This is an optimization exercise on Yosys and OpenROAD, whose aim is small area, a short achievable clock period and few clock cycles per item, not a production implementation. The RTL was checked by simulation tests, not by an equivalence proof against the original design.

==> flow/design.v (outline; a module is shown in full before it is edited, if it fits) <==
// module matrix_mac_engine: 186 lines
// module mm_dot_s0: 2026 lines
// module mm_dot_s1: 133 lines
// module mm_bsel: 3 lines
// module mm_xor: 3 lines
// module mm_ha: 4 lines
// module mm_bpp0: 3 lines
// module mm_fa: 4 lines
module matrix_mac_engine #(
  parameter int DATA_WIDTH = 32,
  parameter int MAX_DIM = 4,
  parameter int ACC_WIDTH = 2*DATA_WIDTH + $clog2(MAX_DIM)
) (
  input  logic clk,
  input  logic rst_n,
  input  logic in_valid,
  output logic in_ready,
  input  logic [$clog2(MAX_DIM+1)-1:0] cfg_dim,
  input  logic [MAX_DIM-1:0][MAX_DIM-1:0][DATA_WIDTH-1:0] matrix_A,
  input  logic [MAX_DIM-1:0][MAX_DIM-1:0][DATA_WIDTH-1:0] matrix_B,
  output logic [MAX_DIM-1:0][MAX_DIM-1:0][DATA_WIDTH-1:0] matrix_C,
  output logic out_valid,
  input  logic out_ready,
  output logic busy
);
  // ...
==> flow/flow/run.sh <==
#!/bin/bash
# Own layout flow: the standard ORFS flow (standard.sh) with the standard synthesis,
# clock and constraints, changing only how the layout is placed and repaired:
#  - ports are buffered with sky130_fd_sc_hd__buf_4 cells instead of the default buffer;
#  - outbuf.tcl (before detailed placement) moves each output port's buffer next to the
#    flip-flop that drives it, so the buffer drives the long wire to the pin;
#  - timing repair aims for a setup slack of SETUP_MARGIN ns instead of 0, so the resizer
#    keeps working the paths down towards a shorter period rather than stopping at 12 ns.
# make's full output is in flow_make.log here; ORFS's per-step logs are under orfs/logs.
set -euo pipefail
SETUP_MARGIN=8.0
bash standard.sh finish \
  "SETUP_SLACK_MARGIN=${SETUP_MARGIN}" \
  "BUFFER_PORTS_ARGS=-buffer_cell sky130_fd_sc_hd__buf_4" \
  "PRE_DETAIL_PLACE_TCL=$PWD/flow/outbuf.tcl" \
  > flow_make.log 2>&1
==> flow/flow/outbuf.tcl <==
# Runs before detailed placement (PRE_DETAIL_PLACE_TCL): moves each output port's buffer
# next to the flip-flop that drives it, so the buffer rather than the flip-flop drives the
# wire to the pin. Detailed placement then legalizes the moved buffers.
set block [ord::get_db_block]
set moved 0
foreach bt [$block getBTerms] {
  if { [$bt getIoType] ne "OUTPUT" } { continue }
  set net [$bt getNet]
  if { $net eq "NULL" } { continue }
  set buf ""
  foreach it [$net getITerms] { if { [$it isOutputSignal] } { set buf [$it getInst] } }
  if { $buf eq "" } { continue }
  set drv ""
  foreach it [$buf getITerms] {
    if { [$it isInputSignal] } {
      foreach it2 [[$it getNet] getITerms] {
        if { [$it2 isOutputSignal] } { set drv [$it2 getInst] }
      }
    }
  }
  if { $drv eq "" } { continue }
  set dl [$drv getLocation]
  $buf setLocation [lindex $dl 0] [lindex $dl 1]
  incr moved
}
puts "outbuf.tcl: moved $moved output buffers next to their drivers"
==> flow/standard.sh <==
#!/bin/bash
# synth_recipe.tcl (not shown) runs the flow's synth.tcl, then flattens the netlist and writes it again
# the make line also repeats each setting of config.mk as NAME=value (left out here)
make -C /OpenROAD-flow-scripts/flow DESIGN_CONFIG=/design/flow/config.mk WORK_HOME=/design/flow/orfs CLKGATE_MAP_FILE= SYNTH_SCRIPT=/design/flow/synth_recipe.tcl "${@:-finish}"
==> flow/config.mk <==
export PLATFORM = sky130hd
export DESIGN_NAME = matrix_mac_engine
export DESIGN_NICKNAME = matrix_mac_engine
export VERILOG_FILES = /design/flow/design.v
export SDC_FILE = /design/flow/constraint.sdc
export NUM_CORES = 4
export LEC_CHECK = 0
export CAP_MARGIN = 20
export CORE_MARGIN = 2
export CORE_UTILIZATION = 40
export SLEW_MARGIN = 20
export SYNTH_HIERARCHICAL = 1
export SYNTH_MINIMUM_KEEP_SIZE = 0
==> flow/constraint.sdc <==
create_clock -name core_clock -period 12.0 [get_ports {clk}]
set_input_delay 2.4000 -clock core_clock [delete_from_list [all_inputs] [get_ports {clk}]]
set_output_delay 2.4000 -clock core_clock [all_outputs]
set_load 0.01 [all_outputs]
==> impl_metrics.ini, run 1 <==
[die]
rows = 297
start_util = 0.402
die_y_um = 815
pin_count = 1546
die_x_um = 815

[placement]
placed_cells = 30251
dp_hpwl_um = 1000000
place_congestion = 1.02
port_buffers = 1545

[yosys]
synth-xor-area-share = 0.157
yosysTopAreaCell = fa_1
synth_compound_area_frac = 0.165
synth_top_family_by_area = adder cells
avgSynthCellArea_um2 = 13.0
synth-simple-area-share = 0.0446
synth.cell_area_um2 = 263000
synthAdderAreaFrac = 0.324
synthMuxAreaShare = 0.00243
ys_top_cells_by_count = 4164 x xor2_1, 4162 x a22o_1, 4112 x fa_1
synth_area_leaders = fa_1 31%, edfxtp_1 28%, xor2_1 14%, a22o_1 14%, buf_4 1.9%
async_reset_ff_frac = 0
synth_nets = 25545
synth_most_common_cell = xor2_1
netlist.area_leader.share = 0.313
synthCells = 20176
synth_edf_count = 2476
ys_seq_area_frac = 0.283
ys_warn_count = 7
ys_ff_latch = 2484
ys_types = 60

[clocking]
clock-sinks = 2484
htreeDepth = 5
cts-buffers-inserted = 314
cts.repair.resized = 4340
clock-root-buffer = clkbuf_16
cts_setup_buffers = 890

[status]
failing_step = global routing
tool.error = [ERROR GRT-0232] Routing congestion too high. Check the congestion heatmap in the GUI.
status = aborted with a tool error

[grt]
grt_max_degree = 177
Testbench counts, summed over its fixed seeds: cycles 1,266, items 384.
==> run 2, diff against run 1 <==
==> flow/run.sh (new file) <==
#!/bin/bash
# synth_recipe.tcl (not shown) runs the flow's synth.tcl, then flattens the netlist and writes it again
# the make line also repeats each setting of config.mk as NAME=value (left out here)
make -C /OpenROAD-flow-scripts/flow DESIGN_CONFIG=/design/flow/config.mk WORK_HOME=/design/flow/orfs CLKGATE_MAP_FILE= SYNTH_SCRIPT=/design/flow/synth_recipe.tcl finish
removed: flow/flow/run.sh
removed: flow/flow/outbuf.tcl
removed: flow/standard.sh
==> run 2 against run 1 <==
Net effect:
- synthesized area is the same
- synthesized cell count is the same
- now clean on timing, DRC and antenna
==> impl_metrics.ini, run 2 <==
[status]
status = complete, no violations

[grt]
grt.total_usage = 0.426
grt_max_degree = 176
antenna_found_initial = 305
overflow = 0
grt_pass1_vias = 216640
grt_pass1_wl_um = 1930000

[detailed_routing]
dr.max_layer_used = met5
met1Wirelength_um = 464000
drt-vias-per-instance = 6.92
wl_met3_um = 221000
routed-wl-met2_um = 598000
drc = 0
drtAntennaViolNets = 0
dr.pass1.iters = 10
drt_iter0_drc = 35030
wl_per_cell_um = 46.6
drt-total-wl_um = 1450000
via_count = 215568

[clocking]
cts_tree = done
clock-root-buffer = clkbuf_16
cts-buffers-inserted = 308
cts.path.max_buffers = 4
clock-sinks = 2484
clk_pin_slew_ns = 0.06
cts.repair.resized = 0
insertion_delay_ns = 1.13
htreeDepth = 5
cts_hold_buf = 0
cts_setup_buffers = 0

[timing]
max_slew.worst_pin.slew_ns = 1.36
fin_hold_ws_ns = 0.359
rsz0062_at_grt = no
skew_ns = 0.136
setup_viol = 0
finalHoldViolCount = 0
final.setup.tns_ns = 0
slew_headroom = 0.0920
slew_violations = 0
fin_crit_sh = 0.523
fmax_ghz = 0.159
finalCriticalPeriod_ns = 6.27

[setup_path]
crit_top_cell = fa_1
crit_chain = buf_4 -> buf_4 -> buf_4 -> a22o_1 -> xor2_1 -> fa_1 -> fa_1 -> fa_1 -> fa_1 -> fa_1
worstPathMaxFanout = 42
reg2reg_from = p0_x[72]
reg2reg_slack_ns = 5.73
critPathLaunchType = flip-flop
cp_slowest_cell = buf_4
critPathRequiredTime_ns = 12.78
worstPathArrival_ns = 7.06
rr_worst_depth = 10
r2r-end = p1_q[462]
endpoint_kind = flip-flop
cpPeakStageDelay_ns = 1.10
critical_path_class = flip-flop to flip-flop

[yosys]
ys_types = 60
ys_ff_latch = 2484
ys_seq_area_frac = 0.283
synth_nets = 25545
avgSynthCellArea_um2 = 13.0
synth_most_common_cell = xor2_1
ys_warn_count = 7
synth.cell_area_um2 = 263000
synthCells = 20176
synth_area_leaders = fa_1 31%, edfxtp_1 28%, xor2_1 14%, a22o_1 14%, buf_4 1.9%
yosysTopAreaCell = fa_1
async_reset_ff_frac = 0
synth_edf_count = 2476
ys.flop_type = edfxtp_1
ys_top_cells_by_count = 4164 x xor2_1, 4162 x a22o_1, 4112 x fa_1
netlist.area_leader.share = 0.313

[min_path]
whs_path_depth = 0
min-delay-start = p0_nm1[0]
hold_class = flip-flop to flip-flop
worstHoldEndpoint = p1_nm1[0]

[die]
coreArea_um2 = 655000
die_x_um = 815
die_y_um = 815
start_util = 0.402
dieArea_um2 = 664000
rows = 297
pin_count = 1546

[layout]
final_area_um2 = 302000
final_common_cell = a22o_1
syn2layout_area_growth_pct = 14.6
reg.largest.list = e_r (768), p1_q (668), matrix_C (512)
fin_nets = 27255
largest_reg_flops = 768
final_cell_mix = 4162 x a22o_1, 4148 x xor2_1, 4112 x fa_1, 2476 x edfxtp_1, 1545 x clkdlybuf4s50_1
layout-drive-gt1-share = 0.0688
regMostFlops = e_r

[run]
drv_cap = 0

[placement]
port_buffers = 1545
placed_area_um2 = 291000
dp_hpwl_um = 1000000
place_congestion = 1.05
run 2: cell counts after synthesis:
No cell type changed its count.
run 2: final cells by class:
type                            instances  area [um^2]
Clock buffer                          363         7960
Sequential cell                      2484        74500
Timing Repair Buffer                 2358        22100
Fill cell                           59309       353000
Tap cell                             8671        10800
Inverter                               42          168
Antenna cell                          342          856
Multi-Input combinational cell      16692       183000
Clock inverter                        185         2030
run 2: critical path: cells and delay by family (launching register included):
kind                       cells  cell delay (ns)
adders and majority gates      5             2.38
AOI/OAI and AO/OA              1             0.28
xor gates and xnor gates       1             0.26
buffers and inverters          3             2.55
DFF                            1             0.33
run 2: per-layer routing:
layer  vias up  GRT usage
met2     22948      0.602
li1      76713          -
met3      7595      0.210
met5         -     0.0137
met1    108216      0.470
met4        96      0.384
run 2: stage by stage:
stage / utilization / instances / worst slack (ns)
4_1_cts: 0.459 / 30790 / 6.16
3_3_place_gp: 0.444 / 30239 / 5.53
3_5_place_dp: 0.444 / 30242 / 5.48
6_report: 0.461 / 31137 / 5.73
2_1_floorplan: - / 20176 / -4.64
5_1_grt: 0.460 / 30971 / 5.80
run 2: logic make-up after synthesis:
group                    Yosys count  share of synthesized area
buffers and inverters           1000                     0.0242
AND/OR/NAND/NOR                 2341                     0.0446
XOR/XNOR                        4715                      0.157
multiplexers                      64                    0.00243
adder cells (fa/ha/maj)         4338                      0.324
flip-flops                      2484                      0.283
AO/OA/AOI/OAI                   5234                      0.165
run 2: worst max path at each step:
stage               startpoint  slack [ns]  cells after the start       endpoint
floorplan            out_ready       -4.64                      2        p1_last
global placement     out_ready        5.53                      8  matrix_C[436]
detailed placement   out_ready        5.48                      8  matrix_C[436]
CTS                   p0_x[71]        6.16                     10      p1_q[462]
global route          p0_x[72]        5.80                     10      p1_q[462]
finish                p0_x[72]        5.73                     10      p1_q[462]
run 2: Yosys stat by module (local to each module, per instance):
module             cells  cell area [um^2]  times used
matrix_mac_engine   5728             93300           1
mm_bpp0                2              12.5         256
mm_bsel                1              8.76        4096
mm_dot_s0            167              1250           4
mm_dot_s1            214              1550           4
mm_fa                  1              20.0        4112
mm_ha                  1              12.5         108
mm_xor                 1              8.76        4096

static timing again, ports no longer ideal:
How much do the figures lean on ideal ports? The routed layout below was timed once more, with nothing changed but the port constraints.
Step 1 (the two cells are an assumption about what drives the block):
set clk [get_ports {clk}]
set_driving_cell -lib_cell sky130_fd_sc_hd__clkbuf_16 $clk
set_driving_cell -lib_cell sky130_fd_sc_hd__buf_2 [delete_from_list [all_inputs] $clk]
Step 2 adds t to the input delays and takes it off the output delays; t is the mean of the earliest and latest rising clock arrival at the registers after step 1. Input paths then give back, and output paths get back, about the clock's delay inside the block.
a / b / c = ideal ports / drivers / drivers and shift; a / b = the first two.
run: run 2
t, ns: 1.200
setup slack, ns: 5.726 / 5.726 / 5.268
worst hold slack (ns): 0.359 / 0.359 / 0.359
clock arrival spread, ns: 0.137 / 0.137
slew at the worst register clock pin (ns): 0.07 / 0.07
After both steps setup and hold are still met in run 2. The setup slack of run 2 moves by 0.000 ns with the drivers and by -0.458 ns with both steps.
